Background: an optimization exercise with open tools, aiming at small area and a short achievable clock period. Do not read the settings as production practice.
Only simulation tests tie the RTL to the original design; equivalence was not proved.
Power is estimated from default activity; no workload was simulated.

==> job 695 <==
Design execute, start of the top module:
module execute (
  input  logic         clk,
  input  logic         rst,
  input  logic         VCSub,
  input  logic         SelWriteData,
  input  logic         Rs1_sel,
  input  logic         Rs2_sel,
  input  logic [1:0]   SelectorOpA,
  input  logic [1:0]   SelectorOpB,
  input  logic [2:0]   ALUop,
  input  logic [31:0]  OpA,
  input  logic [31:0]  OpB,
  input  logic [31:0]  Imm,
  input  logic [255:0] OpAV,
  input  logic [255:0] OpBV,
  output logic         Zero,
  output logic         Carry,
  output logic         OverFlow,
  output logic         Negative,
  output logic         eq,
  output logic         bgt,
  output logic [31:0]  ALUresult,
  output logic [31:0]  WriteData,
  output logic [255:0] VALUresult
);
clock: 11.0 ns
lec_check: 0
cap_margin: 20
core_margin: 2
core_utilization: 55
cts_buf_list: sky130_fd_sc_hd__clkbuf_8
place_density: 0.7
setup_slack_margin: 3.3
slew_margin: 20
synth_hierarchical: 1
synth_minimum_keep_size: 0
standard.sh (not shown) runs the stock make flow with config.mk's settings and CLKGATE_MAP_FILE= SYNTH_SCRIPT=/design/flow/synth_recipe.tcl, a recipe that flattens the netlist after the stock synthesis.
==> flow/flow/run.sh <==
#!/bin/bash
# Standard layout (the standard.sh), with two changes:
#  - the port buffers that buffer_ports inserts are the smallest plain buffer (buf_1)
#    instead of the tool's default pick (a delay buffer);
#  - Yosys's synth runs with -noabc, so that its quick ABC pass does not remap the
#    adder-tree logic before the full adders are extracted (the final ABC mapping still runs).
set -euo pipefail
cd "$(dirname "$0")/.."
export BUFFER_PORTS_ARGS="-buffer_cell sky130_fd_sc_hd__buf_1"
export SYNTH_ARGS="-noabc"
bash standard.sh > flow_standard.log 2>&1
==> job 6736: changes against job 695 <==
- CORE_UTILIZATION: 55 -> 60
- PLACE_DENSITY: 0.7 -> 0.72
- SETUP_SLACK_MARGIN: 3.3 -> 3.2
==> run summary <==
The clock share of power is 6.7%. The routed design uses 165.9 mm of met2 wire. The initial core utilization came out at 55.24%. The routability congestion estimate is 1.146.

The largest net degree at the start of global routing came out at 157. The well-tap cell count is 1,917. The run finished with no timing, DRC or antenna violations.

At the end of the flow the core is filled with cells to 65.12%. The clock buffer and inverter area fraction after layout came out at 1.760%. The multi-input combinational area share came out at 75.45%. The non-clock buffer instance count of the final layout is 1,502.

In the layout the commonest cells are 1,839 x sky130_fd_sc_hd__nor2_1, 1,324 x sky130_fd_sc_hd__nand2_1, 933 x sky130_fd_sc_hd__buf_1, 808 x sky130_fd_sc_hd__fa_1, 770 x sky130_fd_sc_hd__a21oi_1. The data arrival at the endpoint of the critical path is 9.07 ns. The share of cells above drive strength 1 came out at 11.90%.

The worst relative slew slack is 4.946%. The proportion of power drawn by combinational gates is 85.7%. The total leakage power came out at 46.53 nW.
That was job 695.
==> run summary <==
Internal power comes to 10.63 mW. The met2 routed wirelength came out at 158.1 mm. The delay contributed by the slowest stage of the critical path came out at 0.78 ns. The uppermost metal layer occupied by signal nets is met5. The clock buffer and inverter area fraction after layout came out at 1.775%.

The largest net degree at the start of global routing is 164. The worst relative slew slack came out at 10.14%. The flow ran to the end and the layout has no timing, DRC or antenna violations. The share of cells above drive strength 1 is 9.832%. The initial core utilization is 60.26%.

At the end of routability-driven placement, the weighted congestion stood at 1.128. Leaving out the clock tree, the finished layout contains a buffer count of 1,398. The total leakage power is 45.70 nW.

The proportion of power drawn by combinational gates came out at 84.1%. Data on the critical path arrives at its endpoint at 8.70 ns. In the post-synthesis netlist, the biggest area contributors are sky130_fd_sc_hd__fa_1 22%, sky130_fd_sc_hd__ha_1 10%, sky130_fd_sc_hd__dfrtp_1 10%.

Per report_power, the clock group accounts for 7.3% of the total. In the layout the commonest cells are 1,857 x sky130_fd_sc_hd__nor2_1, 1,325 x sky130_fd_sc_hd__nand2_1, 934 x sky130_fd_sc_hd__buf_1, 837 x sky130_fd_sc_hd__a21oi_1, 829 x sky130_fd_sc_hd__fa_1.
That was job 6736.

==> inputs of run D <==
Starting RTL as in the previous note.
Settings: LEC_CHECK=0, CAP_MARGIN=20, CORE_MARGIN=2, CORE_UTILIZATION=50, CTS_BUF_LIST=sky130_fd_sc_hd__clkbuf_8, PLACE_DENSITY=0.65, SETUP_SLACK_MARGIN=3.2, SLEW_MARGIN=20, SYNTH_HIERARCHICAL=1, SYNTH_MINIMUM_KEEP_SIZE=0; clock period 11.0 ns.
Scripts as last shown in full above: flow/flow/run.sh
==> run F (differences from run D) <==
SETUP_SLACK_MARGIN = 3.4   (was 3.2)
==> qor summary <==
| quantity | run D | run F |
|---|---|---|
| Status | finished clean | finished clean |
| Vias post-DR | 88630 | 89420 |
| Part of the total power dissipated in combinational logic | 0.853 | 0.866 |
| Pin count of the biggest net entering global routing | 162 | 157 |
| Power density cells | 272.1 nW/um^2 | 289.2 nW/um^2 |
| Max-Slew Margin vs Limit | 0.1131 | 0.1083 |
| Non-Filler Cell Area, Final | 92070 um^2 | 94820 um^2 |
| Internal power contribution | 11.10 mW | 12.47 mW |
| Combinational Power | 21.4 mW | 23.7 mW |
| Non-clock buffers | 1391 | 1523 |
| Sum of routed wire length over all layers | 418.8 mm | 428.7 mm |
| Number of post-CTS setup repair buffers | 136 | 248 |
| Number of global-route vias before repair | 84180 | 85320 |
| Clock buffer and inverter area fraction after layout | 0.01787 | 0.01746 |
| Power in sequential cells | 1.99 mW | 1.96 mW |
| Slew at the pin closest to its max-slew limit | 1.319 ns | 1.324 ns |
| Buffering overhead | 0.08769 | 0.09898 |
| Cell count after placement | 12880 | 12890 |
| Final-layout worst hold slack | 1.327 ns | 1.576 ns |
| Length of routed wiring on met1 | 148.3 mm | 151.3 mm |
| Number of nets in the layout | 13280 | 13420 |
| End point of the critical path | r_zero | r_neg |
| Net switching fraction of the power | 0.5571 | 0.5451 |
| Wirelength per Cell | 31.56 um | 31.95 um |
| Number of filler cells placed in the layout | 14820 | 14470 |
| Crit path setup slack, layout | 2.929 ns | 3.029 ns |

==> what the ideal ports hide <==
No port has a modelled driver above. Below, the same layouts with a new extraction and two added sets of constraints. Step 1 (the two cells are an assumption about what drives the block):
set clk [get_ports {clk}]
set_driving_cell -lib_cell sky130_fd_sc_hd__clkbuf_16 $clk
set_driving_cell -lib_cell sky130_fd_sc_hd__buf_2 [delete_from_list [all_inputs] $clk]
Step 2 moves the port delays by t, midway between the first and last clock arrival at a register: inputs arrive t later, outputs are due t later. That takes back most of the time a late clock gives input paths. Slacks: ideal / step 1 / step 2; pairs: ideal / step 1.
run | t, ns | setup slack, ns | worst setup path after step 2 | latest minus earliest clock arrival (ns) | slew at the worst register clock pin (ns)
job 695 | 0.895 | 2.660 / 2.707 / 1.813 | input to register | 0.083 / 0.083 | 0.09 / 0.09
job 6736 | 0.909 | 2.932 / 2.968 / 2.059 | input to register | 0.134 / 0.135 | 0.08 / 0.08
run D | 0.943 | 2.929 / 2.982 / 2.039 | input to register | 0.114 / 0.114 | 0.08 / 0.08
run F | 0.936 | 3.029 / 3.060 / 2.124 | input to register | 0.054 / 0.055 | 0.07 / 0.07
After both steps every run listed still meets setup and hold. For run F, which loses most, drivers alone change the setup slack by +0.031 ns; drivers and shift together by -0.905 ns.
